Background: an optimization exercise with open tools, aiming at small area. Do not read the settings as production practice.
The RTL was checked by simulation tests, not by an equivalence proof against the original design.
No activity file was given, so power comes from the tool's default toggle rates.

==> flow/design.v (excerpt) <==
module zig_sampler (
  input  logic        clk,
  input  logic        rst_n,
  input  logic        u_valid,
  output logic        u_ready,
  input  logic [39:0] u_data,
  output logic [6:0]  rect_idx,
  input  logic [17:0] rmost_coord,
  input  logic [31:0] wedge_bound_ratio,
  output logic        z_valid,
  input  logic        z_ready,
  output logic [18:0] z_data,
  output logic        slow_valid,
  input  logic        slow_ready,
  output logic [6:0]  slow_idx,
  output logic [31:0] slow_frac,
  output logic        slow_sign,
  output logic [15:0] acc_cnt,
  output logic [15:0] rej_cnt
);
Size: about 1,700 cells after synthesis, roughly 200 I/O pins, about 0.016 sq mm of cells after synthesis.
clock: 9.0 ns
lec_check: 0
cap_margin: 20
core_margin: 2
core_utilization: 55
cts_buf_list: sky130_fd_sc_hd__clkbuf_8
place_density: 0.65
slew_margin: 20
synth_hierarchical: 1
standard.sh (not shown) runs the stock make flow with config.mk's settings and CLKGATE_MAP_FILE= SYNTH_SCRIPT=/design/flow/synth_recipe.tcl, a recipe that flattens the netlist after the stock synthesis.
==> flow/flow/run.sh <==
#!/bin/bash
# Own flow: the standard synthesis, an area-oriented re-mapping of its combinational cells
# (registers untouched), then the standard layout with buf_1 as the port buffer and a
# clock tree of clkbuf_8 without dummy loads.
set -euo pipefail
W=$(pwd)
R=$W/orfs/results/$FLOW_PLATFORM/zig_sampler/base
YOSYS=$FLOW_HOME/../tools/install/yosys/bin/yosys
LIB=$FLOW_HOME/platforms/$FLOW_PLATFORM/lib/sky130_fd_sc_hd__tt_025C_1v80.lib

bash standard.sh synth > "$W/1_standard_synth.log" 2>&1
cp "$R/1_2_yosys.v" "$W/1_2_yosys_standard.v"

REMAP_LIB=$LIB REMAP_IN=$W/1_2_yosys_standard.v REMAP_OUT=$R/1_2_yosys.v REMAP_TOP=$FLOW_TOP \
  REMAP_SCRIPT=$W/flow/area.abc "$YOSYS" -c "$W/flow/remap.tcl" > "$W/2_remap.log" 2>&1
rm -f "$R/1_synth.odb" "$R/1_synth.sdc"

bash standard.sh "BUFFER_PORTS_ARGS=-buffer_cell sky130_fd_sc_hd__buf_1" \
  "CTS_ARGS=-sink_clustering_enable -repair_clock_nets -buf_list sky130_fd_sc_hd__clkbuf_8 -dont_use_dummy_load" \
  finish > "$W/3_standard_layout.log" 2>&1
==> flow/flow/area.abc <==
strash
&get -n
&deepsyn -I 10 -J 3
&put
dc2
dch -f
amap
topo
==> flow/flow/remap.tcl <==
# Re-map the combinational standard cells of the standard synthesis for area.
# Registers, full/half adders and tie cells are kept as they are (same instances, same names).
yosys -import
set lib $::env(REMAP_LIB)
read_liberty -ignore_miss_func -ignore_miss_dir $lib
read_verilog -overwrite $::env(REMAP_IN)
hierarchy -top $::env(REMAP_TOP)
foreach pat {sky130_fd_sc_hd__df* sky130_fd_sc_hd__edf* sky130_fd_sc_hd__sdf* sky130_fd_sc_hd__fa_* sky130_fd_sc_hd__ha_* sky130_fd_sc_hd__conb_*} {
  catch { setattr -mod -set keep_hierarchy 1 $pat }
}
flatten
opt_clean -purge
abc -liberty $lib -script $::env(REMAP_SCRIPT) -dont_use sky130_fd_sc_hd__lpflow_* -dont_use sky130_fd_sc_hd__probe*
opt_clean -purge
hilomap -singleton -hicell sky130_fd_sc_hd__conb_1 HI -locell sky130_fd_sc_hd__conb_1 LO
setattr -mod -unset keep_hierarchy
select $::env(REMAP_TOP)
stat -liberty $lib
write_verilog -noattr -noexpr -nohex -nodec -selected $::env(REMAP_OUT)
The baseline completed without violations.
Edit:
==> flow/flow/area.abc (replaced) <==
strash
&get -n
&deepsyn -I 10 -J 3
&put
dc2
dch -f
amap
topo
buffer -N 40 -G 1000 -S 800
topo
Settings changed: CORE_UTILIZATION 55 to 60, PLACE_DENSITY 0.65 to 0.7.
Non-clock buffer count is lower by 19.
Total power decreases slightly.
Sequential cell count is unchanged.
Final area drops slightly.

* * *

build 98:
zig_sampler, a different RTL version from the one above (not shown whole).
Size in the first run: ~1800 cells after synthesis, ~200 I/O pins.
Settings: LEC_CHECK=0, CAP_MARGIN=20, CORE_MARGIN=2, CORE_UTILIZATION=55, CTS_BUF_LIST=sky130_fd_sc_hd__clkbuf_8, PLACE_DENSITY=0.65, SLEW_MARGIN=20, SYNTH_HIERARCHICAL=1; clock period 9.0 ns.
==> flow/flow/area.abc <==
strash
&get -n
&deepsyn -I 10 -J 3
&put
dc2
dch -f
amap
topo
Scripts as last shown in full above: flow/flow/run.sh, flow/flow/remap.tcl
Looking at the reports, build 98 completed the entire flow and the layout it produced met the timing, DRC and antenna checks.
Here is what was changed in the inputs of trial 48 compared with build 98.
-- flow/flow/run.sh --
<<< build 98, line 3
# (registers untouched), then the standard layout with buf_1 as the port buffer and a
# clock tree of clkbuf_8 without dummy loads.
>>> trial 48, line 3
# (registers untouched), then the standard layout with buf_1 as the port buffer.
<<< build 98, line 18
bash standard.sh "BUFFER_PORTS_ARGS=-buffer_cell sky130_fd_sc_hd__buf_1" \
  "CTS_ARGS=-sink_clustering_enable -repair_clock_nets -buf_list sky130_fd_sc_hd__clkbuf_8 -dont_use_dummy_load" \
  finish > "$W/3_standard_layout.log" 2>&1
>>> trial 48, line 17
bash standard.sh "BUFFER_PORTS_ARGS=-buffer_cell sky130_fd_sc_hd__buf_1" finish > "$W/3_standard_layout.log" 2>&1
==> flow/flow/area.abc <==
strash
dch
amap
topo
==> summary.txt <==
Trial 48: all stages complete, timing, DRC and antenna checks passed
Relative to build 98, minimum setup slack in the final design has gone up in trial 48.
Wire length on met2: trial 48 higher than build 98
Build 98 → trial 48: non-clock buffer count moved down; post-synthesis to final-layout area growth moved up; clock period minus worst slack moved down; via count moved up.
Lower combinational share of power was reported by trial 48, not build 98.
Per the comparison of trial 48 with build 98, synthesized cell count went up, post-route fraction of the period consumed by the critical path went down.
Between trial 48 and build 98, it is trial 48 whose count of clock buffers in the final design is higher, by 1.
Row starting utilization of the core area: trial 48 lower / build 98 higher
Most common library cell in the layout ignoring fill and taps: sky130_fd_sc_hd__nand2_1 -> build 98, sky130_fd_sc_hd__nor2_1 -> trial 48

## static timing again, ports no longer ideal
How much do the figures lean on ideal ports? The routed layouts below were timed once more, with nothing changed but the port constraints. Step 1 (the two cells are an assumption about what drives the block):
set clk [get_ports {clk}]
set_driving_cell -lib_cell sky130_fd_sc_hd__clkbuf_16 $clk
set_driving_cell -lib_cell sky130_fd_sc_hd__buf_2 [delete_from_list [all_inputs] $clk]
Step 2 times the ports against the registers' clock, not the clock port: input delays grow and output delays shrink by t, the midpoint of the rising clock arrivals with the driver on. a / b / c = ideal ports / drivers / drivers and shift; a / b = the first two.
run	t, ns	setup WS [ns]	worst register clock-pin slew, ns	worst slew at a driven data input, ns	pins driven straight from the clock port
the first run of note 1	0.514	0.498 / 0.479 / 0.236	0.09 / 0.09	0.07	1
the second run of note 1	0.502	0.587 / 0.564 / 0.193	0.12 / 0.12	0.09	1
build 98	0.508	0.798 / 0.803 / 0.295	0.09 / 0.09	0.07	1
trial 48	0.540	0.907 / 0.935 / 0.395	0.11 / 0.11	0.10	1
After both steps every run listed still meets setup and hold. For trial 48, which loses most, drivers alone change the setup slack by +0.028 ns; drivers and shift together by -0.512 ns.
